This is an optimization exercise on Yosys and OpenROAD, whose aim is small area, a short achievable clock period and few clock cycles per item, not a production implementation. In this exercise RTL edits were held to simulation tests only and were not proved equivalent to the original. Power figures rest on the tool's default switching activity, not on a simulated workload.

**flow/flow/run.sh**
```bash
#!/bin/bash
# layout flow: the standard ORFS flow (standard.sh) with two changes:
#  - ports are buffered with buf_2 instead of the default delay buffer
#  - timing repair may swap a cell for any equivalent one, not only one of
#    the same footprint
# synthesis is the standard one, run unchanged. each step's full output is
# in orfs/logs/; the make output goes to synth.log and layout.log here.
set -euo pipefail
bash standard.sh synth > synth.log 2>&1
bash standard.sh MATCH_CELL_FOOTPRINT=0 \
   "BUFFER_PORTS_ARGS=-buffer_cell sky130_fd_sc_hd__buf_2" finish > layout.log 2>&1
```
**flow/standard.sh**
```bash
#!/bin/bash
# synth_recipe.tcl (not shown) runs the flow's synth.tcl, then flattens the netlist and writes it again
# the make line also repeats each setting of config.mk as NAME=value (left out here)
make -C /OpenROAD-flow-scripts/flow DESIGN_CONFIG=/design/flow/config.mk WORK_HOME=/design/flow/orfs CLKGATE_MAP_FILE= SYNTH_SCRIPT=/design/flow/synth_recipe.tcl "${@:-finish}"
```
**flow/config.mk**
```make
export PLATFORM = sky130hd
export DESIGN_NAME = mips_core
export DESIGN_NICKNAME = mips_core
export VERILOG_FILES = /design/flow/design.v
export SDC_FILE = /design/flow/constraint.sdc
export NUM_CORES = 4
export LEC_CHECK = 0
export CAP_MARGIN = 20
export CORE_MARGIN = 2
export CORE_UTILIZATION = 62
export CTS_BUF_LIST = sky130_fd_sc_hd__clkbuf_16
export CTS_CLUSTER_DIAMETER = 100
export CTS_CLUSTER_SIZE = 25
export SETUP_SLACK_MARGIN = 3.4
export SLEW_MARGIN = 20
```
**flow/constraint.sdc**
```tcl
create_clock -name core_clock -period 6.0 [get_ports {clk}]
set_input_delay 1.2000 -clock core_clock [delete_from_list [all_inputs] [get_ports {clk}]]
set_output_delay 1.2000 -clock core_clock [all_outputs]
set_load 0.01 [all_outputs]
```
**flow/design.v**
```verilog
package mips_pkg;
   localparam logic [5:0] op_rtype = 6'h00;
   localparam logic [5:0] op_addiu = 6'h09;
   localparam logic [5:0] op_andi  = 6'h0c;
   localparam logic [5:0] op_ori   = 6'h0d;
   localparam logic [5:0] op_xori  = 6'h0e;
   localparam logic [5:0] op_lw    = 6'h23;
   localparam logic [5:0] op_sw    = 6'h2b;
   localparam logic [5:0] fn_sll  = 6'h00;
   localparam logic [5:0] fn_srl  = 6'h02;
   localparam logic [5:0] fn_sra  = 6'h03;
   localparam logic [5:0] fn_add  = 6'h20;
   localparam logic [5:0] fn_addu = 6'h21;
   localparam logic [5:0] fn_sub  = 6'h22;
   localparam logic [5:0] fn_subu = 6'h23;
   localparam logic [5:0] fn_and  = 6'h24;
   localparam logic [5:0] fn_or   = 6'h25;
   localparam logic [5:0] fn_xor  = 6'h26;
endpackage
`timescale 1ns/10ps
module alu (
   input  logic [31:0] a,
   input  logic [31:0] b,
   input  logic [31:0] sh,
   input  logic [4:0]  shamt,
   input  logic [5:0]  sel,     
   output logic [31:0] sum,
   output logic [31:0] other
);
   logic [31:0] g [0:5];
   logic [31:0] p [0:5];
   logic [31:0] carry;    
   always_comb begin
      g[0] = a & b;
      p[0] = a ^ b;
      for (int l = 0; l < 5; l++) begin
         for (int i = 0; i < 32; i++) begin
            if (i >= (1 << l)) begin
               g[l+1][i] = g[l][i] | (p[l][i] & g[l][i - (1 << l)]);
               p[l+1][i] = p[l][i] & p[l][i - (1 << l)];
            end else begin
               g[l+1][i] = g[l][i];
               p[l+1][i] = p[l][i];
            end
         end
      end
      carry = {g[5][30:0], 1'b0};
   end
   assign sum = a ^ b ^ carry;
   assign other = ({32{sel[0]}} & (a & b)) |
                  ({32{sel[1]}} & (a | b)) |
                  ({32{sel[2]}} & (a ^ b)) |
                  ({32{sel[3]}} & (sh << shamt)) |
                  ({32{sel[4]}} & (sh >> shamt)) |
                  ({32{sel[5]}} & 32'($signed(sh) >>> shamt));
endmodule
`timescale 1ns/10ps
module regfile (
   input  logic        clk,
   input  logic [31:1] rs_sel,
   input  logic [31:1] rt_sel,
   input  logic [31:1] wen,
   input  logic [31:0] wdata,
   output logic [31:0] rs_data,
   output logic [31:0] rt_data
);
   logic [31:0] regs [1:31];
   always_ff @(posedge clk) begin
      for (int i = 1; i < 32; i++)
         if (wen[i])
            regs[i] <= wdata;
   end
   always_comb begin
      rs_data = '0;
      rt_data = '0;
      for (int i = 1; i < 32; i++) begin
         rs_data = rs_data | ({32{rs_sel[i]}} & regs[i]);
         rt_data = rt_data | ({32{rt_sel[i]}} & regs[i]);
      end
   end
endmodule
`timescale 1ns/10ps
module mips_core #(
   parameter logic [31:0] text_start = 32'h0040_0000
) (
   input  logic        clk,
   input  logic        rst_b,
   output logic [29:0] imem_addr,
   input  logic [31:0] imem_data,
   output logic [29:0] dmem_addr,
   output logic [31:0] dmem_wdata,
   output logic        dmem_we,
   input  logic [31:0] dmem_rdata,
   output logic        halted
);
   logic [29:0] pc;
   logic [31:1] valid;     
   logic [4:0]  rs, rt;
   logic [31:1] rs_dec, rt_dec;
   assign imem_addr = pc;
   assign rs = imem_data[25:21];
   assign rt = imem_data[20:16];
   always_comb begin
      for (int i = 1; i < 32; i++) begin
         rs_dec[i] = (rs == i[4:0]) & valid[i];
         rt_dec[i] = (rt == i[4:0]) & valid[i];
      end
   end
   always_ff @(posedge clk) begin
      if (!rst_b)
         pc <= text_start[31:2];
      else
         pc <= pc + 30'd1;
   end
   logic [31:1] r_rs_sel, r_rt_sel;
   logic [5:0]  r_op;
   logic [4:0]  r_rt;
   logic [15:0] r_low;     
   always_ff @(posedge clk) begin
      r_rs_sel <= rs_dec;
      r_rt_sel <= rt_dec;
      r_op     <= imem_data[31:26];
      r_rt     <= rt;
      r_low    <= imem_data[15:0];
   end
   logic [5:0]  fn;
   logic        is_r;
   logic        f_add, f_sub, f_and, f_or, f_xor, f_sll, f_srl, f_sra;
   logic        i_addiu, i_andi, i_ori, i_xori, i_lw, i_sw;
   logic        legal;
   logic        r_v;       
   logic        stopped;   
   logic        r_run;
   assign fn = r_low[5:0];
   assign is_r    = (r_op == mips_pkg::op_rtype);
   assign f_add   = is_r && (fn == mips_pkg::fn_add || fn == mips_pkg::fn_addu);
   assign f_sub   = is_r && (fn == mips_pkg::fn_sub || fn == mips_pkg::fn_subu);
   assign f_and   = is_r && (fn == mips_pkg::fn_and);
   assign f_or    = is_r && (fn == mips_pkg::fn_or);
   assign f_xor   = is_r && (fn == mips_pkg::fn_xor);
   assign f_sll   = is_r && (fn == mips_pkg::fn_sll);
   assign f_srl   = is_r && (fn == mips_pkg::fn_srl);
   assign f_sra   = is_r && (fn == mips_pkg::fn_sra);
   assign i_addiu = (r_op == mips_pkg::op_addiu);
   assign i_andi  = (r_op == mips_pkg::op_andi);
   assign i_ori   = (r_op == mips_pkg::op_ori);
   assign i_xori  = (r_op == mips_pkg::op_xori);
   assign i_lw    = (r_op == mips_pkg::op_lw);
   assign i_sw    = (r_op == mips_pkg::op_sw);
   assign legal = f_add | f_sub | f_and | f_or | f_xor | f_sll | f_srl | f_sra |
                  i_addiu | i_andi | i_ori | i_xori | i_lw | i_sw;
   logic [31:0] rs_data, rt_data;
   logic [31:1] m_wen;
   logic [31:0] m_wdata;
   regfile u_regfile (
      .clk     (clk),
      .rs_sel  (r_rs_sel),
      .rt_sel  (r_rt_sel),
      .wen     (m_wen),
      .wdata   (m_wdata),
      .rs_data (rs_data),
      .rt_data (rt_data)
   );
   logic [31:0] e_a, e_b, e_sd;
   logic        e_inv;
   logic [4:0]  e_shamt;
   logic [6:0]  e_alu;
   logic [4:0]  e_dest;
   logic        e_we, e_ld, e_st, e_stop;
   logic [31:0] imm_ext;
   assign r_run = r_v & ~stopped;
   assign imm_ext = {{16{r_low[15] & (i_addiu | i_lw | i_sw)}}, r_low};
   always_ff @(posedge clk or negedge rst_b) begin
      if (!rst_b) begin
         r_v     <= 1'b0;
         stopped <= 1'b0;
         e_we    <= 1'b0;
         e_st    <= 1'b0;
         e_stop  <= 1'b0;
      end else begin
         r_v <= 1'b1;
         if (r_v && !legal)
            stopped <= 1'b1;
         e_we   <= r_run & legal & ~i_sw;
         e_st   <= r_run & i_sw;
         e_stop <= r_run & ~legal;
      end
   end
   always_ff @(posedge clk) begin
      e_a     <= rs_data ^ {32{f_sub}};
      e_b     <= is_r ? rt_data : imm_ext;
      e_sd    <= rt_data;
      e_inv   <= f_sub;
      e_shamt <= r_low[10:6];
      e_alu   <= {f_sra, f_srl, f_sll, f_xor | i_xori, f_or | i_ori, f_and | i_andi,
                  f_add | f_sub | i_addiu | i_lw | i_sw};
      e_dest  <= is_r ? r_low[15:11] : r_rt;
      e_ld    <= i_lw;
   end
   logic [31:0] e_sum, e_other;
   alu u_alu (
      .a      (e_a),
      .b      (e_b),
      .sh     (e_sd),
      .shamt  (e_shamt),
      .sel    (e_alu[6:1]),
      .sum    (e_sum),
      .other  (e_other)
   );
   logic [31:1] e_wdec;
   always_comb begin
      for (int i = 1; i < 32; i++)
         e_wdec[i] = e_we & (e_dest == i[4:0]);
   end
   always_ff @(posedge clk or negedge rst_b) begin
      if (!rst_b)
         valid <= '0;
      else
         valid <= valid | e_wdec;
   end
   logic [31:0] m_sum, m_other, m_sd;
   logic        m_use_sum;
   logic        m_inv;
   logic [4:0]  m_dest;
   logic        m_we, m_ld, m_st;
   always_ff @(posedge clk or negedge rst_b) begin
      if (!rst_b) begin
         m_we   <= 1'b0;
         m_st   <= 1'b0;
         halted <= 1'b0;
      end else begin
         m_we <= e_we;
         m_st <= e_st;
         if (e_stop)
            halted <= 1'b1;
      end
   end
   always_ff @(posedge clk) begin
      m_sum     <= e_sum;
      m_other   <= e_other;
      m_use_sum <= e_alu[0];
      m_inv     <= e_inv;
      m_sd      <= e_sd;
      m_dest <= e_dest;
      m_ld   <= e_ld;
   end
   assign dmem_addr  = m_sum[31:2];
   assign dmem_wdata = m_sd;
   assign dmem_we    = m_st;
   assign m_wdata = m_ld      ? dmem_rdata :
                    m_use_sum ? m_sum ^ {32{m_inv}} : m_other;
   always_comb begin
      for (int i = 1; i < 32; i++)
         m_wen[i] = m_we & (m_dest == i[4:0]);
   end
endmodule
```
==> run summary <==
per-layer routing:
metal  up-vias  GRT usage [%]  wire, um
met3      1954           26.6     50800
met4         6           40.8     28700
li1      17900              -         -
met1     22900           64.1     79300
met5         -              0        49
met2      5966           71.5    100000
cell usage after synthesis (all sizes together) (5+ instances only):
cell,number,area share (%)
and4,8,0.12
a22oi,530,6.8
a211oi,12,0.15
nor3b,10,0.13
and2,37,0.40
xor2,48,0.72
dfrtp,39,1.7
inv,92,0.59
nand2b,14,0.15
a22o,187,2.8
o211ai,16,0.21
a31oi,6,0.064
clkbuf,243,1.6
a221oi,192,2.9
nor2,149,0.96
or4,31,0.40
a21oi,90,0.77
a221o,5,0.086
nor2b,29,0.31
o22ai,9,0.097
a21o,44,0.57
mux2i,60,1.0
o221ai,7,0.11
mux4,41,1.6
a211o,6,0.090
dfxtp,338,12
xnor2,72,1.1
ha,65,1.4
a222oi,65,1.1
o21ai,156,1.3
nand4,124,1.3
mux2,29,0.56
or2,8,0.086
nand2,195,1.3
o2111ai,11,0.17
buf,91,0.89
nand3,162,1.4
o21bai,23,0.30
edfxtp,992,51
and3,66,0.71
nor3,55,0.49
power by group through the flow:
stage	registers, mW	clock network [mW]	logic [mW]
after floorplan	10.4	0	0.265
after global placement	10.4	0	0.414
after detailed placement	10.4	0	0.419
after CTS	10.2	4.89	0.440
after global routing	10.2	5.22	0.493
final	10.2	4.96	0.471
area by class of cell:
| class | instances | area, sq um |
|---|---|---|
| Clock buffer | 62 | 1550 |
| Timing Repair Buffer | 351 | 2410 |
| Tap cell | 1254 | 1570 |
| Sequential cell | 1369 | 37700 |
| Antenna cell | 10 | 25.0 |
| Fill cell | 6664 | 29800 |
| Multi-Input combinational cell | 2612 | 19600 |
| Inverter | 93 | 349 |
| Clock inverter | 53 | 251 |
what timing repair did:
item,CTS,global route
pin swaps,15,11
gates cloned,0,1
resized for setup,24,57
setup buffers,24,30
endpoints found under the setup margin,379,194
flip-flops by register name (all words and copies together), names as in the netlist, 7 cells and up:
name	cells
e_b	32
u_regfile.regs	992
r_rs_sel	31
m_sum	32
r_rt_sel	31
m_other	32
e_sd	32
r_low	16
e_a	32
e_alu	7
pc	30
valid	31
m_sd	32
final timing paths:
kind,end,slack [ns],cells past startpoint
min,m_use_sum$_DFF_P_,0.33,0
min reg2reg,m_use_sum$_DFF_P_,0.33,0
min in group asynchronous,halted$_DFFE_PN0P_,0.69,2
max,e_a[25]$_DFF_P_,3.23,6
max reg2reg,e_a[25]$_DFF_P_,3.23,6
max in group asynchronous,valid[8]$_DFF_PN0_,4.66,2
cell families (layout without fill, tap and decap cells):
group                    count (synthesis)  count (layout)
AND/OR/NAND/NOR                        901             902
flip-flops                            1369            1369
AO/OA/AOI/OAI                         1393            1393
adder cells (fa/ha/maj)                 66              66
other                                    1              11
multiplexers                           130             130
buffers and inverters                  427             559
XOR/XNOR                               120             120
metrics by stage:
step                instance area [sq um]  utilization [%]  setup WS [ns]  hold WS (ns)
finish                              63400             68.1           3.23         0.333
global route                        63400             68.0           3.29         0.337
CTS                                 62900             67.5           3.28         0.333
detailed placement                  60700             65.1           2.87         0.314
global placement                    60600             65.1           2.86         0.310
floorplan                           58200                -           3.44         0.310
==> run summary <==
Sequential Power Share - 65.2%
Num CTS Buffers - 61
Placed cells - 5624
Least-Margin Pin Slew - 1.28 ns
TritonRoute pass-1 iters - 13
Worst skew pair latency - 0.78 ns
Post-synthesis average cell area - 13.2 sq um
Initial Util - 62.5%
Setup crit start - r_rs_sel[22]$_DFF_P_
Worst setup EP type - flop
Worst hold-check path type - reg -> reg
Vias per inst - 8.38
Final hold viol count - 0
CTS sink count - 1369
Worst endpoint required time - 6.60 ns
Yosys warns - 6
Vias in the first global route - 44300
Outcome - no timing/DRC/antenna violations
Finished Layout Cells - 5804
RD Place Congestion - 0.998
Cts hold-fix bufs - 0
Synth Area in Compound Gates - 18.1%
RSZ-0062 raised after global routing - yes
Post-Synth Adder-Cell Area - 1.43%
Slew headroom - 14.5%
CP max-delay cell - dfxtp_2
Placed wire-length estimate - 143000 um
Final setup fails - 0
Die Ht - 310 um
Register area share after synthesis - 64.5%
CTS tree - done
CP Max Fanout - 18
First-pass GRT wire length - 347000 um
CP delay by family, top - simple AND/OR/NAND/NOR gates
Number of enable flip-flop cells after synthesis - 992
Final Max Slew Viols - 0
Post-synth net total - 4539
Syn Inst Count - 4407
Main synth FF type - edfxtp_1
Worst Skew - 0.0495 ns
Number of port buffers - 159
Max VDD drop - 0.312 mV
Sw frac - 22.0%
Post-Synth Simple-Gate Area - 7.90%
Final wirelength - 259000 um
WL per Instance - 44.6 um
CORE AREA - 0.0932 sq mm
Net Sw Power - 3.44 mW
Unique masters post-synth - 75
I/O pin count - 160
Setup TNS - 0 ns
GRT Residual Overflow - 0
WS Path Type - reg -> reg
R2R Path Start - r_rs_sel[22]$_DFF_P_
Internal power - 12.2 mW
Largest family of logic cells by synthesized area - compound AO/OA/AOI/OAI gates
Fraction of registers with async set or reset after synthesis - 2.85%
Tcrit/Tclk final - 46.1%
Power per cell area - 246 mW/mm^2
Crit path DAT - 3.37 ns
Largest net degree at the start of global routing - 89
Die ar. - 0.0964 sq mm
Mux contribution to synthesized area - 3.21%
Iter 0 DRT Violations - 12100
Worst Min Path Start - e_alu[0]$_DFF_P_
Post-Synth XOR/XNOR Area - 1.81%
Rows - 112
Static Leak - 22.3 nW
Layout cell share with drive strength beyond 1 - 15.2%
Design Power - 15.6 mW
Slowest stage delay, CP - 0.60 ns
Most common cell after layout, fill and taps aside - edfxtp_1
Clock-pin slew on the worst setup and hold paths - 0.10 ns
Buf/Inv on CP - 1
CP Launch Type - flop
Via Count - 48600
Die W - 310 um
Number of antenna violations at the first check in global routing - 7
Final Critical Period - 2.77 ns
Max Cap Viol - 0
CTS root buffer - clkbuf_16
Tot GR Track Use - 52.8%
Critical path, cell by cell - buf_4 -> a22o_1 -> a221oi_1 -> nand4_1 -> nor3_4 -> xor2_1
Total Nets Final - 4620
DRC Markers - 0
Synth Cell Area - 0.0582 sq mm
Clk pwr share - 31.8%
H-Tree Depth - 2
Most frequent cells in the layout - edfxtp_1 (992), a22oi_1 (530), dfxtp_1 (261)
Maximum clock rate - 0.362 GHz
Clock tree buffer depth - 3
Area Overhead vs Synth - 8.96%
Logic gate share of total power - 3.0%
Seq cells post-synth - 1369
Antenna viol nets, final - 0
Testbench counts, summed over its fixed seeds: cycles 36,531, instructions 35,891.

==> what the ideal ports hide <==
Ports are ideal in the flow. The routed layout listed here was re-timed in OpenROAD.
Step 1, drivers: a clkbuf_16 drives clk and a buf_2 each remaining input, both assumed.
Step 2 also shifts input and output timing later by t, the mid clock arrival at the registers, as if the neighbouring blocks saw the same clock.
Slacks: ideal ports / drivers / drivers and shift; pairs: ideal ports / drivers.
shift t [ns]: 0.833
setup slack, ns: 3.234 / 3.234 / 3.234
worst slew at a driven data input, ns: 0.06
After both steps this run still meets setup and hold. For this run, drivers alone change the setup slack by 0.000 ns; drivers and shift together by 0.000 ns.
